This design comes from an exercise in tuning for small area, a short achievable clock period and few clock cycles per item on the open sky130 flow, not from production work.
The RTL was checked by simulation tests, not by an equivalence proof against the original design.
Power and IR drop assume default switching activity.

==> flow/design.v, too long to show whole: its modules and the start of the top module <==
// module csa_fa: 11 lines
// module iq_corr_accum: 2394 lines
module iq_corr_accum
#(
    parameter int LOG2_N = 4
) (
    input  logic               clk,
    input  logic               rst_n,
    input  logic               clr,
    input  logic               s_valid,
    output logic               s_ready,
    input  logic signed [15:0] s_xi,
    input  logic signed [15:0] s_xq,
    input  logic signed [15:0] s_ri,
    input  logic signed [15:0] s_rq,
    output logic               m_valid,
    input  logic               m_ready,
    output logic signed [63:0] m_wi,
    output logic signed [63:0] m_wq,
    output iq_corr_pkg::slot_state_t o_dbg_slot
);
  // ...
==> flow/run.sh <==
#!/bin/bash
# synth_recipe.tcl (not shown) runs the flow's synth.tcl, then flattens the netlist and writes it again
# the make line also repeats each setting of config.mk as NAME=value (left out here)
make -C /OpenROAD-flow-scripts/flow DESIGN_CONFIG=/design/flow/config.mk WORK_HOME=/design/flow/orfs CLKGATE_MAP_FILE= SYNTH_SCRIPT=/design/flow/synth_recipe.tcl finish
==> flow/config.mk <==
export PLATFORM = sky130hd
export DESIGN_NAME = iq_corr_accum
export DESIGN_NICKNAME = iq_corr_accum
export VERILOG_FILES = /design/flow/design.v
export SDC_FILE = /design/flow/constraint.sdc
export NUM_CORES = 4
export LEC_CHECK = 0
export ABC_CLOCK_PERIOD_IN_PS = 4200
export CAP_MARGIN = 20
export CORE_MARGIN = 2
export CORE_UTILIZATION = 55
export PLACE_DENSITY = 0.68
export SETUP_SLACK_MARGIN = 4.3
export SLEW_MARGIN = 20
export SYNTH_HIERARCHICAL = 1
export SYNTH_MINIMUM_KEEP_SIZE = 0
==> flow/constraint.sdc <==
create_clock -name core_clock -period 8.5 [get_ports {clk}]
set_input_delay 1.7000 -clock core_clock [delete_from_list [all_inputs] [get_ports {clk}]]
set_output_delay 1.7000 -clock core_clock [all_outputs]
set_load 0.01 [all_outputs]
==> results.cfg, run 1 <==
[hold_path]
min_delay_path_depth = 0

[pwr]
dominant_power_group = combinational logic
power_switching_share_pct = 44.8
ir_worst_vdd_mv = 0.192
post-layout-total-power_mw = 14.6
netsw_mw = 6.55
pwr-share-clk_pct = 11.1

[worst_setup_path]
critical-path-slowest-cell = sky130_fd_sc_hd__dfxtp_4
critical_path_peak_fanout = 17
crit-reg2reg-capture = r_ti_c[15]$_DFF_P_

[yosys]
yosys_warnings = 7
dominant_combinational_cell_family_by_area_after_synthesis = adder cells
synth_seq_cells = 310
synth_largest_area_cell = sky130_fd_sc_hd__fa_1
synthesis.area_per_instance_sq_um = 11.4
area_share_of_fa_ha_maj_cells_after_synthesis_pct = 41.0

[run_status]
status = finished clean

[routing]
drcViolationCount = 0

[clocking]
clk_latency_ns = 0.59
clockBufferDepth = 3
cts_max_level = 2
post_cts.resized_instances = 81
clock_root_buffer = sky130_fd_sc_hd__clkbuf_16
numCtsBuffers = 38

[placed_design]
pre_cts_slack_ns = 3.27
globalplace.congestion = 0.927
place.detailed.hpwl_mm = 66.2

[sta]
setup-tns-final_ns = 0

[finish]
final.clkbuf_count = 50
n_all_inverters = 98
fillerInstances = 4792
layout-area-overhead-vs-synth_pct = 13.2
postLayoutCellArea_sq_um = 38500
seq_area_share_pct = 18.6

[grt]
met3_track_usage_gr_pct = 11.9
Testbench counts, summed over its fixed seeds: cycles 3,090, items 3,072.
==> run 2: changes to the inputs <==
--- a/flow/design.v
+++ b/flow/design.v
@@ -55,18 +55,19 @@
 );
     localparam int CNT_W = (LOG2_N == 0) ? 1 : LOG2_N;
     localparam logic [CNT_W-1:0] CNT_LAST = CNT_W'((1 << LOG2_N) - 1);
     logic [CNT_W-1:0] r_cnt;
     logic             r_first1, r_last1;          
     logic             r_done;                     
     iq_corr_pkg::slot_state_t r_state;
     logic [15:0]      r_xi, r_xq;                 
-    logic [7:0]       r_ri_one, r_ri_two, r_ri_neg;    
+    logic [7:0]       r_ri_one, r_ri_two, r_ri_neg;
     logic [7:0]       r_rq_one, r_rq_two, r_rq_neg;
+    logic [7:0]       r_rq_nneg;                  
     logic [36:0]      r_ti_s, r_ti_c, r_tq_s, r_tq_c;   
     logic [36:0]      r_wi, r_wq;                 
     logic             w_full, w_last, w_accept, w_clear;
     logic [7:0]       w_ri_one, w_ri_two, w_ri_neg, w_rq_one, w_rq_two, w_rq_neg;
     assign w_full   = (r_state == iq_corr_pkg::FULL);
     assign w_last   = (r_cnt == CNT_LAST);
     assign s_ready  = ~clr & ~(w_last & ((w_full & ~m_ready) | r_last1 | r_done));
     assign w_accept = s_valid & s_ready;
@@ -108,20 +109,21 @@
     endfunction
     assign {w_ri_neg, w_ri_two, w_ri_one} = booth(s_ri);
     assign {w_rq_neg, w_rq_two, w_rq_one} = booth(s_rq);
     always_ff @(posedge clk) begin
         r_xi     <= s_xi;
         r_xq     <= s_xq;
         r_ri_one <= w_ri_one & {8{w_accept}};
         r_ri_two <= w_ri_two & {8{w_accept}};
-        r_ri_neg <= w_ri_neg & {8{w_accept}};
+        r_ri_neg <= w_ri_neg;
         r_rq_one <= w_rq_one & {8{w_accept}};
         r_rq_two <= w_rq_two & {8{w_accept}};
-        r_rq_neg <= w_rq_neg & {8{w_accept}};
+        r_rq_neg <= w_rq_neg;
+        r_rq_nneg <= ~w_rq_neg;
     end
     always_ff @(posedge clk) begin
         r_ti_s <= ti_ns;
         r_ti_c <= ti_nc;
         r_tq_s <= tq_ns;
         r_tq_c <= tq_nc;
     end
     assign m_valid    = w_full;
@@ -1173,160 +1175,160 @@
     wire tq_xqri_p7_10 = ((r_ri_one[7] & xqe[10]) | (r_ri_two[7] & xqe[9])) ^ r_ri_neg[7];
     wire tq_xqri_p7_11 = ((r_ri_one[7] & xqe[11]) | (r_ri_two[7] & xqe[10])) ^ r_ri_neg[7];
     wire tq_xqri_p7_12 = ((r_ri_one[7] & xqe[12]) | (r_ri_two[7] & xqe[11])) ^ r_ri_neg[7];
     wire tq_xqri_p7_13 = ((r_ri_one[7] & xqe[13]) | (r_ri_two[7] & xqe[12])) ^ r_ri_neg[7];
     wire tq_xqri_p7_14 = ((r_ri_one[7] & xqe[14]) | (r_ri_two[7] & xqe[13])) ^ r_ri_neg[7];
     wire tq_xqri_p7_15 = ((r_ri_one[7] & xqe[15]) | (r_ri_two[7] & xqe[14])) ^ r_ri_neg[7];
     wire tq_xqri_p7_16 = ~(((r_ri_one[7] & xqe[16]) | (r_ri_two[7] & xqe[15])) ^ r_ri_neg[7]);
     wire tq_xqri_n7 = r_ri_neg[7];
-    wire tq_xirq_p0_0 = ((r_rq_one[0] & xie[0]) | (r_rq_two[0] & 1'b0)) ^ ~r_rq_neg[0];
-    wire tq_xirq_p0_1 = ((r_rq_one[0] & xie[1]) | (r_rq_two[0] & xie[0])) ^ ~r_rq_neg[0];
-    wire tq_xirq_p0_2 = ((r_rq_one[0] & xie[2]) | (r_rq_two[0] & xie[1])) ^ ~r_rq_neg[0];
-    wire tq_xirq_p0_3 = ((r_rq_one[0] & xie[3]) | (r_rq_two[0] & xie[2])) ^ ~r_rq_neg[0];
-    wire tq_xirq_p0_4 = ((r_rq_one[0] & xie[4]) | (r_rq_two[0] & xie[3])) ^ ~r_rq_neg[0];
-    wire tq_xirq_p0_5 = ((r_rq_one[0] & xie[5]) | (r_rq_two[0] & xie[4])) ^ ~r_rq_neg[0];
-    wire tq_xirq_p0_6 = ((r_rq_one[0] & xie[6]) | (r_rq_two[0] & xie[5])) ^ ~r_rq_neg[0];
-    wire tq_xirq_p0_7 = ((r_rq_one[0] & xie[7]) | (r_rq_two[0] & xie[6])) ^ ~r_rq_neg[0];
-    wire tq_xirq_p0_8 = ((r_rq_one[0] & xie[8]) | (r_rq_two[0] & xie[7])) ^ ~r_rq_neg[0];
-    wire tq_xirq_p0_9 = ((r_rq_one[0] & xie[9]) | (r_rq_two[0] & xie[8])) ^ ~r_rq_neg[0];
-    wire tq_xirq_p0_10 = ((r_rq_one[0] & xie[10]) | (r_rq_two[0] & xie[9])) ^ ~r_rq_neg[0];
-    wire tq_xirq_p0_11 = ((r_rq_one[0] & xie[11]) | (r_rq_two[0] & xie[10])) ^ ~r_rq_neg[0];
-    wire tq_xirq_p0_12 = ((r_rq_one[0] & xie[12]) | (r_rq_two[0] & xie[11])) ^ ~r_rq_neg[0];
-    wire tq_xirq_p0_13 = ((r_rq_one[0] & xie[13]) | (r_rq_two[0] & xie[12])) ^ ~r_rq_neg[0];
-    wire tq_xirq_p0_14 = ((r_rq_one[0] & xie[14]) | (r_rq_two[0] & xie[13])) ^ ~r_rq_neg[0];
-    wire tq_xirq_p0_15 = ((r_rq_one[0] & xie[15]) | (r_rq_two[0] & xie[14])) ^ ~r_rq_neg[0];
-    wire tq_xirq_p0_16 = ~(((r_rq_one[0] & xie[16]) | (r_rq_two[0] & xie[15])) ^ ~r_rq_neg[0]);
-    wire tq_xirq_n0 = ~r_rq_neg[0];
-    wire tq_xirq_p1_0 = ((r_rq_one[1] & xie[0]) | (r_rq_two[1] & 1'b0)) ^ ~r_rq_neg[1];
-    wire tq_xirq_p1_1 = ((r_rq_one[1] & xie[1]) | (r_rq_two[1] & xie[0])) ^ ~r_rq_neg[1];
-    wire tq_xirq_p1_2 = ((r_rq_one[1] & xie[2]) | (r_rq_two[1] & xie[1])) ^ ~r_rq_neg[1];
-    wire tq_xirq_p1_3 = ((r_rq_one[1] & xie[3]) | (r_rq_two[1] & xie[2])) ^ ~r_rq_neg[1];
-    wire tq_xirq_p1_4 = ((r_rq_one[1] & xie[4]) | (r_rq_two[1] & xie[3])) ^ ~r_rq_neg[1];
-    wire tq_xirq_p1_5 = ((r_rq_one[1] & xie[5]) | (r_rq_two[1] & xie[4])) ^ ~r_rq_neg[1];
-    wire tq_xirq_p1_6 = ((r_rq_one[1] & xie[6]) | (r_rq_two[1] & xie[5])) ^ ~r_rq_neg[1];
-    wire tq_xirq_p1_7 = ((r_rq_one[1] & xie[7]) | (r_rq_two[1] & xie[6])) ^ ~r_rq_neg[1];
-    wire tq_xirq_p1_8 = ((r_rq_one[1] & xie[8]) | (r_rq_two[1] & xie[7])) ^ ~r_rq_neg[1];
-    wire tq_xirq_p1_9 = ((r_rq_one[1] & xie[9]) | (r_rq_two[1] & xie[8])) ^ ~r_rq_neg[1];
-    wire tq_xirq_p1_10 = ((r_rq_one[1] & xie[10]) | (r_rq_two[1] & xie[9])) ^ ~r_rq_neg[1];
-    wire tq_xirq_p1_11 = ((r_rq_one[1] & xie[11]) | (r_rq_two[1] & xie[10])) ^ ~r_rq_neg[1];
-    wire tq_xirq_p1_12 = ((r_rq_one[1] & xie[12]) | (r_rq_two[1] & xie[11])) ^ ~r_rq_neg[1];
-    wire tq_xirq_p1_13 = ((r_rq_one[1] & xie[13]) | (r_rq_two[1] & xie[12])) ^ ~r_rq_neg[1];
-    wire tq_xirq_p1_14 = ((r_rq_one[1] & xie[14]) | (r_rq_two[1] & xie[13])) ^ ~r_rq_neg[1];
-    wire tq_xirq_p1_15 = ((r_rq_one[1] & xie[15]) | (r_rq_two[1] & xie[14])) ^ ~r_rq_neg[1];
-    wire tq_xirq_p1_16 = ~(((r_rq_one[1] & xie[16]) | (r_rq_two[1] & xie[15])) ^ ~r_rq_neg[1]);
-    wire tq_xirq_n1 = ~r_rq_neg[1];
-    wire tq_xirq_p2_0 = ((r_rq_one[2] & xie[0]) | (r_rq_two[2] & 1'b0)) ^ ~r_rq_neg[2];
-    wire tq_xirq_p2_1 = ((r_rq_one[2] & xie[1]) | (r_rq_two[2] & xie[0])) ^ ~r_rq_neg[2];
-    wire tq_xirq_p2_2 = ((r_rq_one[2] & xie[2]) | (r_rq_two[2] & xie[1])) ^ ~r_rq_neg[2];
-    wire tq_xirq_p2_3 = ((r_rq_one[2] & xie[3]) | (r_rq_two[2] & xie[2])) ^ ~r_rq_neg[2];
-    wire tq_xirq_p2_4 = ((r_rq_one[2] & xie[4]) | (r_rq_two[2] & xie[3])) ^ ~r_rq_neg[2];
-    wire tq_xirq_p2_5 = ((r_rq_one[2] & xie[5]) | (r_rq_two[2] & xie[4])) ^ ~r_rq_neg[2];
-    wire tq_xirq_p2_6 = ((r_rq_one[2] & xie[6]) | (r_rq_two[2] & xie[5])) ^ ~r_rq_neg[2];
-    wire tq_xirq_p2_7 = ((r_rq_one[2] & xie[7]) | (r_rq_two[2] & xie[6])) ^ ~r_rq_neg[2];
-    wire tq_xirq_p2_8 = ((r_rq_one[2] & xie[8]) | (r_rq_two[2] & xie[7])) ^ ~r_rq_neg[2];
-    wire tq_xirq_p2_9 = ((r_rq_one[2] & xie[9]) | (r_rq_two[2] & xie[8])) ^ ~r_rq_neg[2];
-    wire tq_xirq_p2_10 = ((r_rq_one[2] & xie[10]) | (r_rq_two[2] & xie[9])) ^ ~r_rq_neg[2];
-    wire tq_xirq_p2_11 = ((r_rq_one[2] & xie[11]) | (r_rq_two[2] & xie[10])) ^ ~r_rq_neg[2];
-    wire tq_xirq_p2_12 = ((r_rq_one[2] & xie[12]) | (r_rq_two[2] & xie[11])) ^ ~r_rq_neg[2];
-    wire tq_xirq_p2_13 = ((r_rq_one[2] & xie[13]) | (r_rq_two[2] & xie[12])) ^ ~r_rq_neg[2];
-    wire tq_xirq_p2_14 = ((r_rq_one[2] & xie[14]) | (r_rq_two[2] & xie[13])) ^ ~r_rq_neg[2];
-    wire tq_xirq_p2_15 = ((r_rq_one[2] & xie[15]) | (r_rq_two[2] & xie[14])) ^ ~r_rq_neg[2];
-    wire tq_xirq_p2_16 = ~(((r_rq_one[2] & xie[16]) | (r_rq_two[2] & xie[15])) ^ ~r_rq_neg[2]);
-    wire tq_xirq_n2 = ~r_rq_neg[2];
-    wire tq_xirq_p3_0 = ((r_rq_one[3] & xie[0]) | (r_rq_two[3] & 1'b0)) ^ ~r_rq_neg[3];
-    wire tq_xirq_p3_1 = ((r_rq_one[3] & xie[1]) | (r_rq_two[3] & xie[0])) ^ ~r_rq_neg[3];
-    wire tq_xirq_p3_2 = ((r_rq_one[3] & xie[2]) | (r_rq_two[3] & xie[1])) ^ ~r_rq_neg[3];
-    wire tq_xirq_p3_3 = ((r_rq_one[3] & xie[3]) | (r_rq_two[3] & xie[2])) ^ ~r_rq_neg[3];
-    wire tq_xirq_p3_4 = ((r_rq_one[3] & xie[4]) | (r_rq_two[3] & xie[3])) ^ ~r_rq_neg[3];
-    wire tq_xirq_p3_5 = ((r_rq_one[3] & xie[5]) | (r_rq_two[3] & xie[4])) ^ ~r_rq_neg[3];
-    wire tq_xirq_p3_6 = ((r_rq_one[3] & xie[6]) | (r_rq_two[3] & xie[5])) ^ ~r_rq_neg[3];
-    wire tq_xirq_p3_7 = ((r_rq_one[3] & xie[7]) | (r_rq_two[3] & xie[6])) ^ ~r_rq_neg[3];
-    wire tq_xirq_p3_8 = ((r_rq_one[3] & xie[8]) | (r_rq_two[3] & xie[7])) ^ ~r_rq_neg[3];
-    wire tq_xirq_p3_9 = ((r_rq_one[3] & xie[9]) | (r_rq_two[3] & xie[8])) ^ ~r_rq_neg[3];
-    wire tq_xirq_p3_10 = ((r_rq_one[3] & xie[10]) | (r_rq_two[3] & xie[9])) ^ ~r_rq_neg[3];
-    wire tq_xirq_p3_11 = ((r_rq_one[3] & xie[11]) | (r_rq_two[3] & xie[10])) ^ ~r_rq_neg[3];
-    wire tq_xirq_p3_12 = ((r_rq_one[3] & xie[12]) | (r_rq_two[3] & xie[11])) ^ ~r_rq_neg[3];
-    wire tq_xirq_p3_13 = ((r_rq_one[3] & xie[13]) | (r_rq_two[3] & xie[12])) ^ ~r_rq_neg[3];
-    wire tq_xirq_p3_14 = ((r_rq_one[3] & xie[14]) | (r_rq_two[3] & xie[13])) ^ ~r_rq_neg[3];
-    wire tq_xirq_p3_15 = ((r_rq_one[3] & xie[15]) | (r_rq_two[3] & xie[14])) ^ ~r_rq_neg[3];
-    wire tq_xirq_p3_16 = ~(((r_rq_one[3] & xie[16]) | (r_rq_two[3] & xie[15])) ^ ~r_rq_neg[3]);
-    wire tq_xirq_n3 = ~r_rq_neg[3];
-    wire tq_xirq_p4_0 = ((r_rq_one[4] & xie[0]) | (r_rq_two[4] & 1'b0)) ^ ~r_rq_neg[4];
-    wire tq_xirq_p4_1 = ((r_rq_one[4] & xie[1]) | (r_rq_two[4] & xie[0])) ^ ~r_rq_neg[4];
-    wire tq_xirq_p4_2 = ((r_rq_one[4] & xie[2]) | (r_rq_two[4] & xie[1])) ^ ~r_rq_neg[4];
-    wire tq_xirq_p4_3 = ((r_rq_one[4] & xie[3]) | (r_rq_two[4] & xie[2])) ^ ~r_rq_neg[4];
-    wire tq_xirq_p4_4 = ((r_rq_one[4] & xie[4]) | (r_rq_two[4] & xie[3])) ^ ~r_rq_neg[4];
-    wire tq_xirq_p4_5 = ((r_rq_one[4] & xie[5]) | (r_rq_two[4] & xie[4])) ^ ~r_rq_neg[4];
-    wire tq_xirq_p4_6 = ((r_rq_one[4] & xie[6]) | (r_rq_two[4] & xie[5])) ^ ~r_rq_neg[4];
-    wire tq_xirq_p4_7 = ((r_rq_one[4] & xie[7]) | (r_rq_two[4] & xie[6])) ^ ~r_rq_neg[4];
-    wire tq_xirq_p4_8 = ((r_rq_one[4] & xie[8]) | (r_rq_two[4] & xie[7])) ^ ~r_rq_neg[4];
-    wire tq_xirq_p4_9 = ((r_rq_one[4] & xie[9]) | (r_rq_two[4] & xie[8])) ^ ~r_rq_neg[4];
-    wire tq_xirq_p4_10 = ((r_rq_one[4] & xie[10]) | (r_rq_two[4] & xie[9])) ^ ~r_rq_neg[4];
-    wire tq_xirq_p4_11 = ((r_rq_one[4] & xie[11]) | (r_rq_two[4] & xie[10])) ^ ~r_rq_neg[4];
-    wire tq_xirq_p4_12 = ((r_rq_one[4] & xie[12]) | (r_rq_two[4] & xie[11])) ^ ~r_rq_neg[4];
-    wire tq_xirq_p4_13 = ((r_rq_one[4] & xie[13]) | (r_rq_two[4] & xie[12])) ^ ~r_rq_neg[4];
-    wire tq_xirq_p4_14 = ((r_rq_one[4] & xie[14]) | (r_rq_two[4] & xie[13])) ^ ~r_rq_neg[4];
-    wire tq_xirq_p4_15 = ((r_rq_one[4] & xie[15]) | (r_rq_two[4] & xie[14])) ^ ~r_rq_neg[4];
-    wire tq_xirq_p4_16 = ~(((r_rq_one[4] & xie[16]) | (r_rq_two[4] & xie[15])) ^ ~r_rq_neg[4]);
-    wire tq_xirq_n4 = ~r_rq_neg[4];
-    wire tq_xirq_p5_0 = ((r_rq_one[5] & xie[0]) | (r_rq_two[5] & 1'b0)) ^ ~r_rq_neg[5];
-    wire tq_xirq_p5_1 = ((r_rq_one[5] & xie[1]) | (r_rq_two[5] & xie[0])) ^ ~r_rq_neg[5];
-    wire tq_xirq_p5_2 = ((r_rq_one[5] & xie[2]) | (r_rq_two[5] & xie[1])) ^ ~r_rq_neg[5];
-    wire tq_xirq_p5_3 = ((r_rq_one[5] & xie[3]) | (r_rq_two[5] & xie[2])) ^ ~r_rq_neg[5];
-    wire tq_xirq_p5_4 = ((r_rq_one[5] & xie[4]) | (r_rq_two[5] & xie[3])) ^ ~r_rq_neg[5];
-    wire tq_xirq_p5_5 = ((r_rq_one[5] & xie[5]) | (r_rq_two[5] & xie[4])) ^ ~r_rq_neg[5];
-    wire tq_xirq_p5_6 = ((r_rq_one[5] & xie[6]) | (r_rq_two[5] & xie[5])) ^ ~r_rq_neg[5];
-    wire tq_xirq_p5_7 = ((r_rq_one[5] & xie[7]) | (r_rq_two[5] & xie[6])) ^ ~r_rq_neg[5];
-    wire tq_xirq_p5_8 = ((r_rq_one[5] & xie[8]) | (r_rq_two[5] & xie[7])) ^ ~r_rq_neg[5];
-    wire tq_xirq_p5_9 = ((r_rq_one[5] & xie[9]) | (r_rq_two[5] & xie[8])) ^ ~r_rq_neg[5];
-    wire tq_xirq_p5_10 = ((r_rq_one[5] & xie[10]) | (r_rq_two[5] & xie[9])) ^ ~r_rq_neg[5];
-    wire tq_xirq_p5_11 = ((r_rq_one[5] & xie[11]) | (r_rq_two[5] & xie[10])) ^ ~r_rq_neg[5];
-    wire tq_xirq_p5_12 = ((r_rq_one[5] & xie[12]) | (r_rq_two[5] & xie[11])) ^ ~r_rq_neg[5];
-    wire tq_xirq_p5_13 = ((r_rq_one[5] & xie[13]) | (r_rq_two[5] & xie[12])) ^ ~r_rq_neg[5];
-    wire tq_xirq_p5_14 = ((r_rq_one[5] & xie[14]) | (r_rq_two[5] & xie[13])) ^ ~r_rq_neg[5];
-    wire tq_xirq_p5_15 = ((r_rq_one[5] & xie[15]) | (r_rq_two[5] & xie[14])) ^ ~r_rq_neg[5];
-    wire tq_xirq_p5_16 = ~(((r_rq_one[5] & xie[16]) | (r_rq_two[5] & xie[15])) ^ ~r_rq_neg[5]);
-    wire tq_xirq_n5 = ~r_rq_neg[5];
-    wire tq_xirq_p6_0 = ((r_rq_one[6] & xie[0]) | (r_rq_two[6] & 1'b0)) ^ ~r_rq_neg[6];
-    wire tq_xirq_p6_1 = ((r_rq_one[6] & xie[1]) | (r_rq_two[6] & xie[0])) ^ ~r_rq_neg[6];
-    wire tq_xirq_p6_2 = ((r_rq_one[6] & xie[2]) | (r_rq_two[6] & xie[1])) ^ ~r_rq_neg[6];
-    wire tq_xirq_p6_3 = ((r_rq_one[6] & xie[3]) | (r_rq_two[6] & xie[2])) ^ ~r_rq_neg[6];
-    wire tq_xirq_p6_4 = ((r_rq_one[6] & xie[4]) | (r_rq_two[6] & xie[3])) ^ ~r_rq_neg[6];
-    wire tq_xirq_p6_5 = ((r_rq_one[6] & xie[5]) | (r_rq_two[6] & xie[4])) ^ ~r_rq_neg[6];
-    wire tq_xirq_p6_6 = ((r_rq_one[6] & xie[6]) | (r_rq_two[6] & xie[5])) ^ ~r_rq_neg[6];
-    wire tq_xirq_p6_7 = ((r_rq_one[6] & xie[7]) | (r_rq_two[6] & xie[6])) ^ ~r_rq_neg[6];
-    wire tq_xirq_p6_8 = ((r_rq_one[6] & xie[8]) | (r_rq_two[6] & xie[7])) ^ ~r_rq_neg[6];
-    wire tq_xirq_p6_9 = ((r_rq_one[6] & xie[9]) | (r_rq_two[6] & xie[8])) ^ ~r_rq_neg[6];
-    wire tq_xirq_p6_10 = ((r_rq_one[6] & xie[10]) | (r_rq_two[6] & xie[9])) ^ ~r_rq_neg[6];
-    wire tq_xirq_p6_11 = ((r_rq_one[6] & xie[11]) | (r_rq_two[6] & xie[10])) ^ ~r_rq_neg[6];
-    wire tq_xirq_p6_12 = ((r_rq_one[6] & xie[12]) | (r_rq_two[6] & xie[11])) ^ ~r_rq_neg[6];
-    wire tq_xirq_p6_13 = ((r_rq_one[6] & xie[13]) | (r_rq_two[6] & xie[12])) ^ ~r_rq_neg[6];
-    wire tq_xirq_p6_14 = ((r_rq_one[6] & xie[14]) | (r_rq_two[6] & xie[13])) ^ ~r_rq_neg[6];
-    wire tq_xirq_p6_15 = ((r_rq_one[6] & xie[15]) | (r_rq_two[6] & xie[14])) ^ ~r_rq_neg[6];
-    wire tq_xirq_p6_16 = ~(((r_rq_one[6] & xie[16]) | (r_rq_two[6] & xie[15])) ^ ~r_rq_neg[6]);
-    wire tq_xirq_n6 = ~r_rq_neg[6];
-    wire tq_xirq_p7_0 = ((r_rq_one[7] & xie[0]) | (r_rq_two[7] & 1'b0)) ^ ~r_rq_neg[7];
-    wire tq_xirq_p7_1 = ((r_rq_one[7] & xie[1]) | (r_rq_two[7] & xie[0])) ^ ~r_rq_neg[7];
-    wire tq_xirq_p7_2 = ((r_rq_one[7] & xie[2]) | (r_rq_two[7] & xie[1])) ^ ~r_rq_neg[7];
-    wire tq_xirq_p7_3 = ((r_rq_one[7] & xie[3]) | (r_rq_two[7] & xie[2])) ^ ~r_rq_neg[7];
-    wire tq_xirq_p7_4 = ((r_rq_one[7] & xie[4]) | (r_rq_two[7] & xie[3])) ^ ~r_rq_neg[7];
-    wire tq_xirq_p7_5 = ((r_rq_one[7] & xie[5]) | (r_rq_two[7] & xie[4])) ^ ~r_rq_neg[7];
-    wire tq_xirq_p7_6 = ((r_rq_one[7] & xie[6]) | (r_rq_two[7] & xie[5])) ^ ~r_rq_neg[7];
-    wire tq_xirq_p7_7 = ((r_rq_one[7] & xie[7]) | (r_rq_two[7] & xie[6])) ^ ~r_rq_neg[7];
-    wire tq_xirq_p7_8 = ((r_rq_one[7] & xie[8]) | (r_rq_two[7] & xie[7])) ^ ~r_rq_neg[7];
-    wire tq_xirq_p7_9 = ((r_rq_one[7] & xie[9]) | (r_rq_two[7] & xie[8])) ^ ~r_rq_neg[7];
-    wire tq_xirq_p7_10 = ((r_rq_one[7] & xie[10]) | (r_rq_two[7] & xie[9])) ^ ~r_rq_neg[7];
-    wire tq_xirq_p7_11 = ((r_rq_one[7] & xie[11]) | (r_rq_two[7] & xie[10])) ^ ~r_rq_neg[7];
-    wire tq_xirq_p7_12 = ((r_rq_one[7] & xie[12]) | (r_rq_two[7] & xie[11])) ^ ~r_rq_neg[7];
-    wire tq_xirq_p7_13 = ((r_rq_one[7] & xie[13]) | (r_rq_two[7] & xie[12])) ^ ~r_rq_neg[7];
-    wire tq_xirq_p7_14 = ((r_rq_one[7] & xie[14]) | (r_rq_two[7] & xie[13])) ^ ~r_rq_neg[7];
-    wire tq_xirq_p7_15 = ((r_rq_one[7] & xie[15]) | (r_rq_two[7] & xie[14])) ^ ~r_rq_neg[7];
-    wire tq_xirq_p7_16 = ~(((r_rq_one[7] & xie[16]) | (r_rq_two[7] & xie[15])) ^ ~r_rq_neg[7]);
-    wire tq_xirq_n7 = ~r_rq_neg[7];
+    wire tq_xirq_p0_0 = ((r_rq_one[0] & xie[0]) | (r_rq_two[0] & 1'b0)) ^ r_rq_nneg[0];
+    wire tq_xirq_p0_1 = ((r_rq_one[0] & xie[1]) | (r_rq_two[0] & xie[0])) ^ r_rq_nneg[0];
+    wire tq_xirq_p0_2 = ((r_rq_one[0] & xie[2]) | (r_rq_two[0] & xie[1])) ^ r_rq_nneg[0];
+    wire tq_xirq_p0_3 = ((r_rq_one[0] & xie[3]) | (r_rq_two[0] & xie[2])) ^ r_rq_nneg[0];
+    wire tq_xirq_p0_4 = ((r_rq_one[0] & xie[4]) | (r_rq_two[0] & xie[3])) ^ r_rq_nneg[0];
+    wire tq_xirq_p0_5 = ((r_rq_one[0] & xie[5]) | (r_rq_two[0] & xie[4])) ^ r_rq_nneg[0];
+    wire tq_xirq_p0_6 = ((r_rq_one[0] & xie[6]) | (r_rq_two[0] & xie[5])) ^ r_rq_nneg[0];
+    wire tq_xirq_p0_7 = ((r_rq_one[0] & xie[7]) | (r_rq_two[0] & xie[6])) ^ r_rq_nneg[0];
+    wire tq_xirq_p0_8 = ((r_rq_one[0] & xie[8]) | (r_rq_two[0] & xie[7])) ^ r_rq_nneg[0];
+    wire tq_xirq_p0_9 = ((r_rq_one[0] & xie[9]) | (r_rq_two[0] & xie[8])) ^ r_rq_nneg[0];
+    wire tq_xirq_p0_10 = ((r_rq_one[0] & xie[10]) | (r_rq_two[0] & xie[9])) ^ r_rq_nneg[0];
+    wire tq_xirq_p0_11 = ((r_rq_one[0] & xie[11]) | (r_rq_two[0] & xie[10])) ^ r_rq_nneg[0];
+    wire tq_xirq_p0_12 = ((r_rq_one[0] & xie[12]) | (r_rq_two[0] & xie[11])) ^ r_rq_nneg[0];
+    wire tq_xirq_p0_13 = ((r_rq_one[0] & xie[13]) | (r_rq_two[0] & xie[12])) ^ r_rq_nneg[0];
+    wire tq_xirq_p0_14 = ((r_rq_one[0] & xie[14]) | (r_rq_two[0] & xie[13])) ^ r_rq_nneg[0];
+    wire tq_xirq_p0_15 = ((r_rq_one[0] & xie[15]) | (r_rq_two[0] & xie[14])) ^ r_rq_nneg[0];
+    wire tq_xirq_p0_16 = ~(((r_rq_one[0] & xie[16]) | (r_rq_two[0] & xie[15])) ^ r_rq_nneg[0]);
+    wire tq_xirq_n0 = r_rq_nneg[0];
+    wire tq_xirq_p1_0 = ((r_rq_one[1] & xie[0]) | (r_rq_two[1] & 1'b0)) ^ r_rq_nneg[1];
+    wire tq_xirq_p1_1 = ((r_rq_one[1] & xie[1]) | (r_rq_two[1] & xie[0])) ^ r_rq_nneg[1];
+    wire tq_xirq_p1_2 = ((r_rq_one[1] & xie[2]) | (r_rq_two[1] & xie[1])) ^ r_rq_nneg[1];
+    wire tq_xirq_p1_3 = ((r_rq_one[1] & xie[3]) | (r_rq_two[1] & xie[2])) ^ r_rq_nneg[1];
+    wire tq_xirq_p1_4 = ((r_rq_one[1] & xie[4]) | (r_rq_two[1] & xie[3])) ^ r_rq_nneg[1];
+    wire tq_xirq_p1_5 = ((r_rq_one[1] & xie[5]) | (r_rq_two[1] & xie[4])) ^ r_rq_nneg[1];
+    wire tq_xirq_p1_6 = ((r_rq_one[1] & xie[6]) | (r_rq_two[1] & xie[5])) ^ r_rq_nneg[1];
+    wire tq_xirq_p1_7 = ((r_rq_one[1] & xie[7]) | (r_rq_two[1] & xie[6])) ^ r_rq_nneg[1];
+    wire tq_xirq_p1_8 = ((r_rq_one[1] & xie[8]) | (r_rq_two[1] & xie[7])) ^ r_rq_nneg[1];
+    wire tq_xirq_p1_9 = ((r_rq_one[1] & xie[9]) | (r_rq_two[1] & xie[8])) ^ r_rq_nneg[1];
+    wire tq_xirq_p1_10 = ((r_rq_one[1] & xie[10]) | (r_rq_two[1] & xie[9])) ^ r_rq_nneg[1];
+    wire tq_xirq_p1_11 = ((r_rq_one[1] & xie[11]) | (r_rq_two[1] & xie[10])) ^ r_rq_nneg[1];
+    wire tq_xirq_p1_12 = ((r_rq_one[1] & xie[12]) | (r_rq_two[1] & xie[11])) ^ r_rq_nneg[1];
+    wire tq_xirq_p1_13 = ((r_rq_one[1] & xie[13]) | (r_rq_two[1] & xie[12])) ^ r_rq_nneg[1];
+    wire tq_xirq_p1_14 = ((r_rq_one[1] & xie[14]) | (r_rq_two[1] & xie[13])) ^ r_rq_nneg[1];
+    wire tq_xirq_p1_15 = ((r_rq_one[1] & xie[15]) | (r_rq_two[1] & xie[14])) ^ r_rq_nneg[1];
+    wire tq_xirq_p1_16 = ~(((r_rq_one[1] & xie[16]) | (r_rq_two[1] & xie[15])) ^ r_rq_nneg[1]);
+    wire tq_xirq_n1 = r_rq_nneg[1];
+    wire tq_xirq_p2_0 = ((r_rq_one[2] & xie[0]) | (r_rq_two[2] & 1'b0)) ^ r_rq_nneg[2];
+    wire tq_xirq_p2_1 = ((r_rq_one[2] & xie[1]) | (r_rq_two[2] & xie[0])) ^ r_rq_nneg[2];
+    wire tq_xirq_p2_2 = ((r_rq_one[2] & xie[2]) | (r_rq_two[2] & xie[1])) ^ r_rq_nneg[2];
+    wire tq_xirq_p2_3 = ((r_rq_one[2] & xie[3]) | (r_rq_two[2] & xie[2])) ^ r_rq_nneg[2];
+    wire tq_xirq_p2_4 = ((r_rq_one[2] & xie[4]) | (r_rq_two[2] & xie[3])) ^ r_rq_nneg[2];
+    wire tq_xirq_p2_5 = ((r_rq_one[2] & xie[5]) | (r_rq_two[2] & xie[4])) ^ r_rq_nneg[2];
+    wire tq_xirq_p2_6 = ((r_rq_one[2] & xie[6]) | (r_rq_two[2] & xie[5])) ^ r_rq_nneg[2];
+    wire tq_xirq_p2_7 = ((r_rq_one[2] & xie[7]) | (r_rq_two[2] & xie[6])) ^ r_rq_nneg[2];
+    wire tq_xirq_p2_8 = ((r_rq_one[2] & xie[8]) | (r_rq_two[2] & xie[7])) ^ r_rq_nneg[2];
+    wire tq_xirq_p2_9 = ((r_rq_one[2] & xie[9]) | (r_rq_two[2] & xie[8])) ^ r_rq_nneg[2];
+    wire tq_xirq_p2_10 = ((r_rq_one[2] & xie[10]) | (r_rq_two[2] & xie[9])) ^ r_rq_nneg[2];
+    wire tq_xirq_p2_11 = ((r_rq_one[2] & xie[11]) | (r_rq_two[2] & xie[10])) ^ r_rq_nneg[2];
+    wire tq_xirq_p2_12 = ((r_rq_one[2] & xie[12]) | (r_rq_two[2] & xie[11])) ^ r_rq_nneg[2];
+    wire tq_xirq_p2_13 = ((r_rq_one[2] & xie[13]) | (r_rq_two[2] & xie[12])) ^ r_rq_nneg[2];
+    wire tq_xirq_p2_14 = ((r_rq_one[2] & xie[14]) | (r_rq_two[2] & xie[13])) ^ r_rq_nneg[2];
+    wire tq_xirq_p2_15 = ((r_rq_one[2] & xie[15]) | (r_rq_two[2] & xie[14])) ^ r_rq_nneg[2];
+    wire tq_xirq_p2_16 = ~(((r_rq_one[2] & xie[16]) | (r_rq_two[2] & xie[15])) ^ r_rq_nneg[2]);
+    wire tq_xirq_n2 = r_rq_nneg[2];
+    wire tq_xirq_p3_0 = ((r_rq_one[3] & xie[0]) | (r_rq_two[3] & 1'b0)) ^ r_rq_nneg[3];
+    wire tq_xirq_p3_1 = ((r_rq_one[3] & xie[1]) | (r_rq_two[3] & xie[0])) ^ r_rq_nneg[3];
+    wire tq_xirq_p3_2 = ((r_rq_one[3] & xie[2]) | (r_rq_two[3] & xie[1])) ^ r_rq_nneg[3];
+    wire tq_xirq_p3_3 = ((r_rq_one[3] & xie[3]) | (r_rq_two[3] & xie[2])) ^ r_rq_nneg[3];
+    wire tq_xirq_p3_4 = ((r_rq_one[3] & xie[4]) | (r_rq_two[3] & xie[3])) ^ r_rq_nneg[3];
+    wire tq_xirq_p3_5 = ((r_rq_one[3] & xie[5]) | (r_rq_two[3] & xie[4])) ^ r_rq_nneg[3];
+    wire tq_xirq_p3_6 = ((r_rq_one[3] & xie[6]) | (r_rq_two[3] & xie[5])) ^ r_rq_nneg[3];
+    wire tq_xirq_p3_7 = ((r_rq_one[3] & xie[7]) | (r_rq_two[3] & xie[6])) ^ r_rq_nneg[3];
+    wire tq_xirq_p3_8 = ((r_rq_one[3] & xie[8]) | (r_rq_two[3] & xie[7])) ^ r_rq_nneg[3];
+    wire tq_xirq_p3_9 = ((r_rq_one[3] & xie[9]) | (r_rq_two[3] & xie[8])) ^ r_rq_nneg[3];
+    wire tq_xirq_p3_10 = ((r_rq_one[3] & xie[10]) | (r_rq_two[3] & xie[9])) ^ r_rq_nneg[3];
+    wire tq_xirq_p3_11 = ((r_rq_one[3] & xie[11]) | (r_rq_two[3] & xie[10])) ^ r_rq_nneg[3];
+    wire tq_xirq_p3_12 = ((r_rq_one[3] & xie[12]) | (r_rq_two[3] & xie[11])) ^ r_rq_nneg[3];
+    wire tq_xirq_p3_13 = ((r_rq_one[3] & xie[13]) | (r_rq_two[3] & xie[12])) ^ r_rq_nneg[3];
+    wire tq_xirq_p3_14 = ((r_rq_one[3] & xie[14]) | (r_rq_two[3] & xie[13])) ^ r_rq_nneg[3];
+    wire tq_xirq_p3_15 = ((r_rq_one[3] & xie[15]) | (r_rq_two[3] & xie[14])) ^ r_rq_nneg[3];
+    wire tq_xirq_p3_16 = ~(((r_rq_one[3] & xie[16]) | (r_rq_two[3] & xie[15])) ^ r_rq_nneg[3]);
+    wire tq_xirq_n3 = r_rq_nneg[3];
+    wire tq_xirq_p4_0 = ((r_rq_one[4] & xie[0]) | (r_rq_two[4] & 1'b0)) ^ r_rq_nneg[4];
+    wire tq_xirq_p4_1 = ((r_rq_one[4] & xie[1]) | (r_rq_two[4] & xie[0])) ^ r_rq_nneg[4];
+    wire tq_xirq_p4_2 = ((r_rq_one[4] & xie[2]) | (r_rq_two[4] & xie[1])) ^ r_rq_nneg[4];
+    wire tq_xirq_p4_3 = ((r_rq_one[4] & xie[3]) | (r_rq_two[4] & xie[2])) ^ r_rq_nneg[4];
+    wire tq_xirq_p4_4 = ((r_rq_one[4] & xie[4]) | (r_rq_two[4] & xie[3])) ^ r_rq_nneg[4];
+    wire tq_xirq_p4_5 = ((r_rq_one[4] & xie[5]) | (r_rq_two[4] & xie[4])) ^ r_rq_nneg[4];
+    wire tq_xirq_p4_6 = ((r_rq_one[4] & xie[6]) | (r_rq_two[4] & xie[5])) ^ r_rq_nneg[4];
+    wire tq_xirq_p4_7 = ((r_rq_one[4] & xie[7]) | (r_rq_two[4] & xie[6])) ^ r_rq_nneg[4];
+    wire tq_xirq_p4_8 = ((r_rq_one[4] & xie[8]) | (r_rq_two[4] & xie[7])) ^ r_rq_nneg[4];
+    wire tq_xirq_p4_9 = ((r_rq_one[4] & xie[9]) | (r_rq_two[4] & xie[8])) ^ r_rq_nneg[4];
+    wire tq_xirq_p4_10 = ((r_rq_one[4] & xie[10]) | (r_rq_two[4] & xie[9])) ^ r_rq_nneg[4];
+    wire tq_xirq_p4_11 = ((r_rq_one[4] & xie[11]) | (r_rq_two[4] & xie[10])) ^ r_rq_nneg[4];
+    wire tq_xirq_p4_12 = ((r_rq_one[4] & xie[12]) | (r_rq_two[4] & xie[11])) ^ r_rq_nneg[4];
+    wire tq_xirq_p4_13 = ((r_rq_one[4] & xie[13]) | (r_rq_two[4] & xie[12])) ^ r_rq_nneg[4];
+    wire tq_xirq_p4_14 = ((r_rq_one[4] & xie[14]) | (r_rq_two[4] & xie[13])) ^ r_rq_nneg[4];
+    wire tq_xirq_p4_15 = ((r_rq_one[4] & xie[15]) | (r_rq_two[4] & xie[14])) ^ r_rq_nneg[4];
+    wire tq_xirq_p4_16 = ~(((r_rq_one[4] & xie[16]) | (r_rq_two[4] & xie[15])) ^ r_rq_nneg[4]);
+    wire tq_xirq_n4 = r_rq_nneg[4];
+    wire tq_xirq_p5_0 = ((r_rq_one[5] & xie[0]) | (r_rq_two[5] & 1'b0)) ^ r_rq_nneg[5];
+    wire tq_xirq_p5_1 = ((r_rq_one[5] & xie[1]) | (r_rq_two[5] & xie[0])) ^ r_rq_nneg[5];
+    wire tq_xirq_p5_2 = ((r_rq_one[5] & xie[2]) | (r_rq_two[5] & xie[1])) ^ r_rq_nneg[5];
+    wire tq_xirq_p5_3 = ((r_rq_one[5] & xie[3]) | (r_rq_two[5] & xie[2])) ^ r_rq_nneg[5];
+    wire tq_xirq_p5_4 = ((r_rq_one[5] & xie[4]) | (r_rq_two[5] & xie[3])) ^ r_rq_nneg[5];
+    wire tq_xirq_p5_5 = ((r_rq_one[5] & xie[5]) | (r_rq_two[5] & xie[4])) ^ r_rq_nneg[5];
+    wire tq_xirq_p5_6 = ((r_rq_one[5] & xie[6]) | (r_rq_two[5] & xie[5])) ^ r_rq_nneg[5];
+    wire tq_xirq_p5_7 = ((r_rq_one[5] & xie[7]) | (r_rq_two[5] & xie[6])) ^ r_rq_nneg[5];
+    wire tq_xirq_p5_8 = ((r_rq_one[5] & xie[8]) | (r_rq_two[5] & xie[7])) ^ r_rq_nneg[5];
+    wire tq_xirq_p5_9 = ((r_rq_one[5] & xie[9]) | (r_rq_two[5] & xie[8])) ^ r_rq_nneg[5];
+    wire tq_xirq_p5_10 = ((r_rq_one[5] & xie[10]) | (r_rq_two[5] & xie[9])) ^ r_rq_nneg[5];
+    wire tq_xirq_p5_11 = ((r_rq_one[5] & xie[11]) | (r_rq_two[5] & xie[10])) ^ r_rq_nneg[5];
+    wire tq_xirq_p5_12 = ((r_rq_one[5] & xie[12]) | (r_rq_two[5] & xie[11])) ^ r_rq_nneg[5];
+    wire tq_xirq_p5_13 = ((r_rq_one[5] & xie[13]) | (r_rq_two[5] & xie[12])) ^ r_rq_nneg[5];
+    wire tq_xirq_p5_14 = ((r_rq_one[5] & xie[14]) | (r_rq_two[5] & xie[13])) ^ r_rq_nneg[5];
+    wire tq_xirq_p5_15 = ((r_rq_one[5] & xie[15]) | (r_rq_two[5] & xie[14])) ^ r_rq_nneg[5];
+    wire tq_xirq_p5_16 = ~(((r_rq_one[5] & xie[16]) | (r_rq_two[5] & xie[15])) ^ r_rq_nneg[5]);
+    wire tq_xirq_n5 = r_rq_nneg[5];
+    wire tq_xirq_p6_0 = ((r_rq_one[6] & xie[0]) | (r_rq_two[6] & 1'b0)) ^ r_rq_nneg[6];
+    wire tq_xirq_p6_1 = ((r_rq_one[6] & xie[1]) | (r_rq_two[6] & xie[0])) ^ r_rq_nneg[6];
+    wire tq_xirq_p6_2 = ((r_rq_one[6] & xie[2]) | (r_rq_two[6] & xie[1])) ^ r_rq_nneg[6];
+    wire tq_xirq_p6_3 = ((r_rq_one[6] & xie[3]) | (r_rq_two[6] & xie[2])) ^ r_rq_nneg[6];
+    wire tq_xirq_p6_4 = ((r_rq_one[6] & xie[4]) | (r_rq_two[6] & xie[3])) ^ r_rq_nneg[6];
+    wire tq_xirq_p6_5 = ((r_rq_one[6] & xie[5]) | (r_rq_two[6] & xie[4])) ^ r_rq_nneg[6];
+    wire tq_xirq_p6_6 = ((r_rq_one[6] & xie[6]) | (r_rq_two[6] & xie[5])) ^ r_rq_nneg[6];
+    wire tq_xirq_p6_7 = ((r_rq_one[6] & xie[7]) | (r_rq_two[6] & xie[6])) ^ r_rq_nneg[6];
+    wire tq_xirq_p6_8 = ((r_rq_one[6] & xie[8]) | (r_rq_two[6] & xie[7])) ^ r_rq_nneg[6];
+    wire tq_xirq_p6_9 = ((r_rq_one[6] & xie[9]) | (r_rq_two[6] & xie[8])) ^ r_rq_nneg[6];
+    wire tq_xirq_p6_10 = ((r_rq_one[6] & xie[10]) | (r_rq_two[6] & xie[9])) ^ r_rq_nneg[6];
+    wire tq_xirq_p6_11 = ((r_rq_one[6] & xie[11]) | (r_rq_two[6] & xie[10])) ^ r_rq_nneg[6];
+    wire tq_xirq_p6_12 = ((r_rq_one[6] & xie[12]) | (r_rq_two[6] & xie[11])) ^ r_rq_nneg[6];
+    wire tq_xirq_p6_13 = ((r_rq_one[6] & xie[13]) | (r_rq_two[6] & xie[12])) ^ r_rq_nneg[6];
+    wire tq_xirq_p6_14 = ((r_rq_one[6] & xie[14]) | (r_rq_two[6] & xie[13])) ^ r_rq_nneg[6];
+    wire tq_xirq_p6_15 = ((r_rq_one[6] & xie[15]) | (r_rq_two[6] & xie[14])) ^ r_rq_nneg[6];
+    wire tq_xirq_p6_16 = ~(((r_rq_one[6] & xie[16]) | (r_rq_two[6] & xie[15])) ^ r_rq_nneg[6]);
+    wire tq_xirq_n6 = r_rq_nneg[6];
+    wire tq_xirq_p7_0 = ((r_rq_one[7] & xie[0]) | (r_rq_two[7] & 1'b0)) ^ r_rq_nneg[7];
+    wire tq_xirq_p7_1 = ((r_rq_one[7] & xie[1]) | (r_rq_two[7] & xie[0])) ^ r_rq_nneg[7];
+    wire tq_xirq_p7_2 = ((r_rq_one[7] & xie[2]) | (r_rq_two[7] & xie[1])) ^ r_rq_nneg[7];
+    wire tq_xirq_p7_3 = ((r_rq_one[7] & xie[3]) | (r_rq_two[7] & xie[2])) ^ r_rq_nneg[7];
+    wire tq_xirq_p7_4 = ((r_rq_one[7] & xie[4]) | (r_rq_two[7] & xie[3])) ^ r_rq_nneg[7];
+    wire tq_xirq_p7_5 = ((r_rq_one[7] & xie[5]) | (r_rq_two[7] & xie[4])) ^ r_rq_nneg[7];
+    wire tq_xirq_p7_6 = ((r_rq_one[7] & xie[6]) | (r_rq_two[7] & xie[5])) ^ r_rq_nneg[7];
+    wire tq_xirq_p7_7 = ((r_rq_one[7] & xie[7]) | (r_rq_two[7] & xie[6])) ^ r_rq_nneg[7];
+    wire tq_xirq_p7_8 = ((r_rq_one[7] & xie[8]) | (r_rq_two[7] & xie[7])) ^ r_rq_nneg[7];
+    wire tq_xirq_p7_9 = ((r_rq_one[7] & xie[9]) | (r_rq_two[7] & xie[8])) ^ r_rq_nneg[7];
+    wire tq_xirq_p7_10 = ((r_rq_one[7] & xie[10]) | (r_rq_two[7] & xie[9])) ^ r_rq_nneg[7];
+    wire tq_xirq_p7_11 = ((r_rq_one[7] & xie[11]) | (r_rq_two[7] & xie[10])) ^ r_rq_nneg[7];
+    wire tq_xirq_p7_12 = ((r_rq_one[7] & xie[12]) | (r_rq_two[7] & xie[11])) ^ r_rq_nneg[7];
+    wire tq_xirq_p7_13 = ((r_rq_one[7] & xie[13]) | (r_rq_two[7] & xie[12])) ^ r_rq_nneg[7];
+    wire tq_xirq_p7_14 = ((r_rq_one[7] & xie[14]) | (r_rq_two[7] & xie[13])) ^ r_rq_nneg[7];
+    wire tq_xirq_p7_15 = ((r_rq_one[7] & xie[15]) | (r_rq_two[7] & xie[14])) ^ r_rq_nneg[7];
+    wire tq_xirq_p7_16 = ~(((r_rq_one[7] & xie[16]) | (r_rq_two[7] & xie[15])) ^ r_rq_nneg[7]);
+    wire tq_xirq_n7 = r_rq_nneg[7];
     wire [36:0] tq_as = r_tq_s & {37{~w_clear}};
     wire [36:0] tq_ac = r_tq_c & {37{~w_clear}};
     wire tq_w1 = ~tq_ac[17];
     wire tq_w2 = ~tq_ac[17];
     wire tq_w3 = ~tq_ac[20];
     wire tq_w4 = ~tq_ac[22];
     wire tq_w5 = ~tq_ac[24];
     wire tq_w6 = ~tq_ac[26];
==> flow/config.mk (replaced) <==
export PLATFORM = sky130hd
export DESIGN_NAME = iq_corr_accum
export DESIGN_NICKNAME = iq_corr_accum
export VERILOG_FILES = /design/flow/design.v
export SDC_FILE = /design/flow/constraint.sdc
export NUM_CORES = 4
export LEC_CHECK = 0
export ABC_CLOCK_PERIOD_IN_PS = 4000
export CAP_MARGIN = 20
export CORE_MARGIN = 2
export CORE_UTILIZATION = 40
export SETUP_SLACK_MARGIN = 4.5
export SLEW_MARGIN = 20
export SYNTH_HIERARCHICAL = 1
export SYNTH_MINIMUM_KEEP_SIZE = 0
==> run 2 against run 1 <==
Net effect: fmax up 6.2%; sequential power rose by 3%; sequential share of layout area shrank 0.93 points; largest power group unchanged.
==> results.cfg, run 2 <==
[routing]
initialDrtViolationCount = 3051
avgRoutedWirePerCell_um = 29.1
via_count = 25847
detail_routed_via_count_per_cell = 6.01
drcViolationCount = 0
wl_mm = 125
drt-pass1-iter-count = 9
remaining_antenna_violation_count = 0

[yosys]
synth_seq_cells = 318
synth_largest_area_cell = sky130_fd_sc_hd__fa_1
synth.most_common_cell = sky130_fd_sc_hd__fa_1
synth_cells = 2986
post_synth_instance_area_sq_um = 34200
postSynthNetCount = 3789
yosys_warnings = 7
yosys-top-cells-count = 634 x sky130_fd_sc_hd__fa_1, 525 x sky130_fd_sc_hd__xnor2_1, 481 x sky130_fd_sc_hd__a22oi_1
synth_cell_types = 51
synthesis.area_per_instance_sq_um = 11.5
synth-edff-count = 74
netlist_top_cells_area = sky130_fd_sc_hd__fa_1 37%, sky130_fd_sc_hd__dfxtp_1 14%, sky130_fd_sc_hd__xnor2_1 13%
synth.yosys.seq_area_share_pct = 20.9
post-synth-top-area-fraction_pct = 37.1
flip_flop_cell_with_the_highest_count_after_synthesis = sky130_fd_sc_hd__dfxtp_1
asyncSetResetFlopFracSynth_pct = 2.52

[pwr]
netsw_mw = 7.48
p_int_mw = 9.27
pwr-share-clk_pct = 10.5
ir_worst_vdd_mv = 0.239
gate_power_share_pct = 71.9
p_leak_nw = 15.1
power.share.sequential_pct = 17.5
power_switching_share_pct = 44.7
power.density_nw_per_um2 = 401

[clocking]
clock_root_buffer = sky130_fd_sc_hd__clkbuf_16
clkSlewWorstSetupHoldPaths_ns = 0.06
cts_max_level = 2
clockBufferDepth = 3
numCtsBuffers = 41
clkSinkCount = 318
clk_latency_ns = 0.58
tritoncts = built

[grt]
grt_overflow = 0
grt_max_degree = 40
grt_usage_pct = 27.8
antenna_found_initial = 3
vias_in_the_first_global_route = 27647
first_pass_grt_wire_length_mm = 180

[worst_setup_path]
setup.worst_path.end_class = output pin
critical_path_peak_fanout = 2
critPathKind = in -> out
timing.critical_path.arrival_ns = 2.30
required_ns = 6.80
critPathLaunchType = input port

[placed_design]
io_buffers = 199
pre_cts_slack_ns = 3.47
globalplace.congestion = 0.864
placed_cells_incl_taps = 4026
place.detailed.hpwl_mm = 70.4

[floorplan]
die_area_sq_um = 87900
die-height_um = 296
io_pins = 200
die_x_um = 296
coreArea_sq_um = 85000
floorplan.rows = 107
starting_density_pct = 40.2

[sta]
timing.max_slew.rel_slack_pct = 44.0
finClkSkew_ns = 0.0258
achievable-frequency_mhz = 250
setup_violations = 0
share_of_the_clock_period_used_by_the_worst_path_after_layout_pct = 47.0
final_hold_vio_count = 0
rsz_0062_raised_after_global_routing = yes
final.min_clock_period_ns = 4.00
finalWorstSetupSlack_ns = 4.50
hold-worst-slack_ns = 0.421
tightestPinTransition_ns = 0.838
setup-tns-final_ns = 0
finalMaxSlewViolations = 0

[flow_run]
max_cap_violations = 0

[hold_path]
hp-class = reg -> reg

[finish]
layout-area-overhead-vs-synth_pct = 22.0
final_cell_mix = 583 x sky130_fd_sc_hd__fa_1, 525 x sky130_fd_sc_hd__xnor2_1, 473 x sky130_fd_sc_hd__a22oi_1
post_route_cells_drive_above_1_share_pct = 15.4
seqCellArea_sq_um = 7380
final_cell_count_no_fill = 4299
commonest_non_fill_non_tap_cell_in_the_layout = sky130_fd_sc_hd__fa_1
area_occupied_by_multi_input_gates_sq_um = 25500
fillerInstances = 7412
design.final.nets = 3925

[run_status]
status = finished clean
[run 2: Yosys stat by module (local to each module, per instance)]
| module | cell area, sq um | flops+latches | times used | cells inside |
|---|---|---|---|---|
| iq_corr_accum | 22200 | 318 | 1 | 2388 |
| csa_fa | 20.0 | 0 | 598 | 1 |
[run 2: power by group through the flow]
stage	clock [mW]	sequential, mW	combinational, mW
finish	1.76	2.94	12.0
global route	1.86	2.98	13.7
CTS	1.81	2.95	11.8
detailed placement	0	3.05	11.3
global placement	0	3.04	11.0
floorplan	0	2.80	8.27
[run 2: logic make-up (layout without fill, tap and decap cells)]
family | after synthesis | in the layout | share of synthesized area, %
simple gates | 285 | 285 | 4.42
buf+inv | 441 | 609 | 5.50
other cells | 0 | 1 | 0
fa+ha+maj | 734 | 734 | 40.8
xor+xnor | 583 | 583 | 14.9
flops | 318 | 318 | 20.9
mux | 14 | 14 | 0.410
compound gates | 611 | 611 | 13.1
[run 2: layer usage]
metal / wire length, um / GRT usage (%) / share of wire (%) / vias to the layer above
li1: - / - / - / 10240
met2: 55200 / 42.3 / 44 / 2063
met3: 16300 / 7.88 / 13 / 477
met1: 46300 / 36.2 / 37 / 13061
met5: 52 / 0 / 0.042 / -
met4: 7230 / 14.2 / 5.8 / 6
[run 2: critical path, stage by stage]
cell and delay [ns]:
sky130_fd_sc_hd__buf_8 0.07, sky130_fd_sc_hd__inv_4 0.03, sky130_fd_sc_hd__a211oi_2 0.20, sky130_fd_sc_hd__o21ba_4 0.20, sky130_fd_sc_hd__buf_6 0.10
[run 2: through the flow]
stage | cell area [sq um] | power, mW | util [%]
global placement | 36500 | 14.1 | 43.0
CTS | 39700 | 16.5 | 46.8
global route | 41700 | 18.5 | 49.1
finish | 41700 | 16.7 | 49.1
detailed placement | 36500 | 14.4 | 43.0
floorplan | 34300 | 11.1 | -
[run 2: worst paths after layout]
kind	startpoint	endpoint	slack [ns]	cells past startpoint
setup / recovery	m_ready	s_ready	4.50	5
hold / removal	r_last1$_DFF_PN0_	r_done$_DFF_PN0_	0.42	0
setup reg to reg	r_xi[3]$_DFF_P_	r_ti_c[20]$_DFF_P_	4.51	9
hold reg to reg	r_last1$_DFF_PN0_	r_done$_DFF_PN0_	0.42	0
max in group asynchronous	rst_n	r_first1$_DFF_PN0_	6.75	1
min in group asynchronous	rst_n	r_cnt[2]$_DFFE_PN0P_	1.42	1
[run 2: layout make-up]
cell class,count,area share (%)
Clock buffer,60,2.95
Inverter,94,0.851
Clock inverter,15,0.294
Multi-Input combinational cell,2227,61.1
Antenna cell,1,0.00600
Tap cell,1144,3.43
Sequential cell,318,17.7
Timing Repair Buffer,440,13.7
[run 2: what timing repair did]
| action | CTS | global route |
|---|---|---|
| hold endpoints to repair | 0 | 0 |
| pin swaps | 3 | 33 |
| endpoints found under the setup margin | 72 | 42 |
| gates resized for setup | 141 | 138 |
| buffers inserted | 73 | 110 |
| hold buffers | 0 | 0 |
| gates cloned | 2 | 12 |
Testbench counts of run 2, summed over its fixed seeds: cycles 3,090, items 3,072.
==> run 3: changes to the inputs <==
==> flow/flow/run.sh (new file) <==
#!/bin/bash
# The standard layout (standard.sh), except that the port buffers placed before global placement
# are plain buffers (buf_2) instead of the delay cells buffer_ports picks by default, which the
# repair steps then cannot resize. Every make step's full output goes to flow.log here.
set -euo pipefail
export BUFFER_PORTS_ARGS="-buffer_cell sky130_fd_sc_hd__buf_2"
bash standard.sh finish > flow.log 2>&1
==> flow/standard.sh (new file) <==
#!/bin/bash
# synth_recipe.tcl (not shown) runs the flow's synth.tcl, then flattens the netlist and writes it again
# the make line also repeats each setting of config.mk as NAME=value (left out here)
make -C /OpenROAD-flow-scripts/flow DESIGN_CONFIG=/design/flow/config.mk WORK_HOME=/design/flow/orfs CLKGATE_MAP_FILE= SYNTH_SCRIPT=/design/flow/synth_recipe.tcl "${@:-finish}"
--- a/flow/config.mk
+++ b/flow/config.mk
@@ -11,3 +11,3 @@
 export CORE_UTILIZATION = 40
-export SETUP_SLACK_MARGIN = 4.5
+export SETUP_SLACK_MARGIN = 4.45
 export SLEW_MARGIN = 20
removed: flow/run.sh
==> run 3 against run 2 <==
Net effect: clock power hardly changed; critical path depth increased by 4; global-route usage decreased by 2.9 points; wire length decreased by 7.8%; sequential share of layout area increased by 0.88 points; die area unchanged; sequential cell count did not move; largest cell class unchanged; largest power group unchanged.
==> results.cfg, run 3 <==
[run_status]
status = finished clean

[routing]
wl_mm = 115
initialDrtViolationCount = 3052
detail_routed_via_count_per_cell = 5.79
drcViolationCount = 0
remaining_antenna_violation_count = 0
avgRoutedWirePerCell_um = 27.3
via_count = 24440
drt-pass1-iter-count = 7

[sta]
rsz_0062_raised_after_global_routing = yes
final.min_clock_period_ns = 4.04
achievable-frequency_mhz = 247
timing.max_slew.rel_slack_pct = 46.4
tightestPinTransition_ns = 0.801
finClkSkew_ns = 0.0328
setup-tns-final_ns = 0
finalMaxSlewViolations = 0
share_of_the_clock_period_used_by_the_worst_path_after_layout_pct = 47.6
final_hold_vio_count = 0
setup_violations = 0

[clocking]
clkSlewWorstSetupHoldPaths_ns = 0.06
clkSinkCount = 318
tritoncts = built
clockBufferDepth = 3
numCtsBuffers = 41
ctsHoldBuffers = 0
cts_max_level = 2
clock_root_buffer = sky130_fd_sc_hd__clkbuf_16
clk_latency_ns = 0.60

[yosys]
synth_seq_cells = 318
asyncSetResetFlopFracSynth_pct = 2.52
synth_largest_area_cell = sky130_fd_sc_hd__fa_1
post-synth-top-area-fraction_pct = 37.1
synth_xor_xnor_area_share_pct = 14.9
yosys_warnings = 7
synth.yosys.seq_area_share_pct = 20.9
area_share_of_fa_ha_maj_cells_after_synthesis_pct = 40.8
synth_cells = 2986
synth-simple-area-share_pct = 4.42
postSynthNetCount = 3789
yosys-top-cells-count = 634 x sky130_fd_sc_hd__fa_1, 525 x sky130_fd_sc_hd__xnor2_1, 481 x sky130_fd_sc_hd__a22oi_1
synthesized_area_fraction_occupied_by_ao_oa_aoi_and_oai_cells_pct = 13.1
netlist_top_cells_area = sky130_fd_sc_hd__fa_1 37%, sky130_fd_sc_hd__dfxtp_1 14%, sky130_fd_sc_hd__xnor2_1 13%
flip_flop_cell_with_the_highest_count_after_synthesis = sky130_fd_sc_hd__dfxtp_1
synth-edff-count = 74
synthesis.area_per_instance_sq_um = 11.5
synth_cell_types = 51
dominant_combinational_cell_family_by_area_after_synthesis = adder cells
post_synth_instance_area_sq_um = 34200
post_synth_mux_area_share_pct = 0.410
synth.most_common_cell = sky130_fd_sc_hd__fa_1

[floorplan]
die-height_um = 296
coreArea_sq_um = 85000
io_pins = 200
die_area_sq_um = 87900
starting_density_pct = 40.2
die_x_um = 296
floorplan.rows = 107

[finish]
design.final.nets = 3844
postLayoutCellArea_sq_um = 39600
final_cell_mix = 623 x sky130_fd_sc_hd__fa_1, 524 x sky130_fd_sc_hd__xnor2_1, 477 x sky130_fd_sc_hd__a22oi_1
layout-area-overhead-vs-synth_pct = 15.7
commonest_non_fill_non_tap_cell_in_the_layout = sky130_fd_sc_hd__fa_1
post_route_cells_drive_above_1_share_pct = 17.4
final_cell_count_no_fill = 4219

[grt]
first_pass_grt_wire_length_mm = 164
vias_in_the_first_global_route = 25349
antenna_found_initial = 0
grt_max_degree = 52
grt_overflow = 0
grt_usage_pct = 24.8

[placed_design]
globalplace.congestion = 0.842
placed_cells_incl_taps = 4046
io_buffers = 199
place.detailed.hpwl_mm = 68.0
dpl_cell_area_sq_um = 35600

[pwr]
power.density_nw_per_um2 = 410
ir_worst_vdd_mv = 0.237
p_leak_nw = 14.6

[worst_setup_path]
critical_path_peak_fanout = 10
critPathKind = reg -> reg
setup.worst_path.end_class = flip-flop
required_ns = 8.95
timing.critical_path.arrival_ns = 4.49
critPathLaunchType = flip-flop

[flow_run]
max_cap_violations = 0

[hold_path]
hp-class = reg -> reg
-- run 3: final timing paths --
kind | startpoint | to | slack [ns] | depth (start not counted)
worst max-delay path | r_ri_two[1]$_DFF_P_ | r_tq_c[19]$_DFF_P_ | 4.46 | 9
worst min register to register | r_last1$_DFF_PN0_ | r_done$_DFF_PN0_ | 0.41 | 0
worst min-delay path | r_last1$_DFF_PN0_ | r_done$_DFF_PN0_ | 0.41 | 0
worst max register to register | r_ri_two[1]$_DFF_P_ | r_tq_c[19]$_DFF_P_ | 4.46 | 9
min in group asynchronous | rst_n | r_done$_DFF_PN0_ | 0.94 | 1
max in group asynchronous | rst_n | r_first1$_DFF_PN0_ | 7.36 | 1
-- run 3: repair_timing --
item / 4_1_cts / 5_1_grt
resized for setup: 105 / 150
endpoints found under the hold margin: 0 / 0
gates cloned: 0 / 22
setup endpoints to repair: 57 / 40
setup buffers: 28 / 46
pin swaps: 2 / 20
-- run 3: layer usage --
metal / GRT usage, % / vias up / wire length, um
li1: - / 10072 / -
met1: 34.0 / 12358 / 45700
met2: 37.6 / 1699 / 50600
met3: 6.58 / 311 / 13600
met4: 9.81 / 0 / 5490
met5: 0 / - / 0
-- run 3: logic make-up (layout without fill, tap and decap cells) --
| kind of cell | count (synthesis) | count (layout) |
|---|---|---|
| flip-flops | 318 | 318 |
| buffers and inverters | 441 | 529 |
| AND/OR/NAND/NOR | 285 | 285 |
| other | 0 | 1 |
| adder cells (fa/ha/maj) | 734 | 734 |
| multiplexers | 14 | 14 |
| XOR/XNOR | 583 | 583 |
| AO/OA/AOI/OAI | 611 | 611 |
-- run 3: critical path, cell delays in order (launching register included) --
cell,delay [ns]
sky130_fd_sc_hd__dfxtp_4,0.49
sky130_fd_sc_hd__buf_6,0.23
sky130_fd_sc_hd__a22oi_1,0.11
sky130_fd_sc_hd__xnor2_1,0.23
sky130_fd_sc_hd__fa_1,0.49
sky130_fd_sc_hd__fa_2,0.45
sky130_fd_sc_hd__fa_1,0.51
sky130_fd_sc_hd__fa_1,0.42
sky130_fd_sc_hd__fa_1,0.55
sky130_fd_sc_hd__fa_1,0.40
-- run 3: Yosys stat by module, one instance, submodules excluded --
module         cells  times used  area, sq um
csa_fa             1         598         20.0
iq_corr_accum   2388           1        22200
-- run 3: stage by stage --
stage / utilization (%) / hold WS [ns] / worst slack [ns] / total power, mW
floorplan: - / 0.355 / 4.45 / 11.1
global placement: 41.9 / 0.376 / 3.84 / 13.9
detailed placement: 41.9 / 0.370 / 3.97 / 14.2
CTS: 44.6 / 0.411 / 4.45 / 16.2
global route: 46.5 / 0.423 / 4.42 / 18.2
finish: 46.5 / 0.414 / 4.46 / 16.2
-- run 3: layout make-up --
type	count	area, sq um
Antenna cell	1	2.50
Tap cell	1144	1430
Clock inverter	26	186
Clock buffer	50	1170
Multi-Input combinational cell	2227	25300
Fill cell	7679	45400
Inverter	94	353
Sequential cell	318	7340
Timing Repair Buffer	359	3800
-- run 3: power by group --
| group | switching, mW | internal [mW] |
|---|---|---|
| registers | 0.372 | 2.56 |
| clock network | 0.774 | 1.00 |
| logic | 6.12 | 5.41 |
| total | 7.27 | 8.97 |

-- static timing again, ports no longer ideal --
The flow's constraints put no driver on any port. The routed layouts listed below were extracted and timed again, unchanged, in two steps.
Step 1 assumes that a clkbuf_16 drives the clock port and a buf_2 every other input.
Step 2 times the ports against the registers' clock, not the clock port: input delays grow and output delays shrink by t, the midpoint of the rising clock arrivals with the driver on.
Three values: no drivers, after step 1, after step 2; two values: the first two.
run | shift t [ns] | slack for setup (ns) | clock arrival spread, ns | pins driven straight from the clock port
run 1 | 0.633 | 4.257 / 4.257 / 4.257 | 0.040 / 0.040 | 1
run 2 | 0.639 | 4.503 / 4.453 / 4.453 | 0.026 / 0.026 | 1
run 3 | 0.647 | 4.457 / 4.448 / 4.448 | 0.033 / 0.033 | 1
After both steps setup and hold are still met in every run listed. For run 2, which loses most, drivers alone change the setup slack by -0.050 ns; drivers and shift together by -0.050 ns.
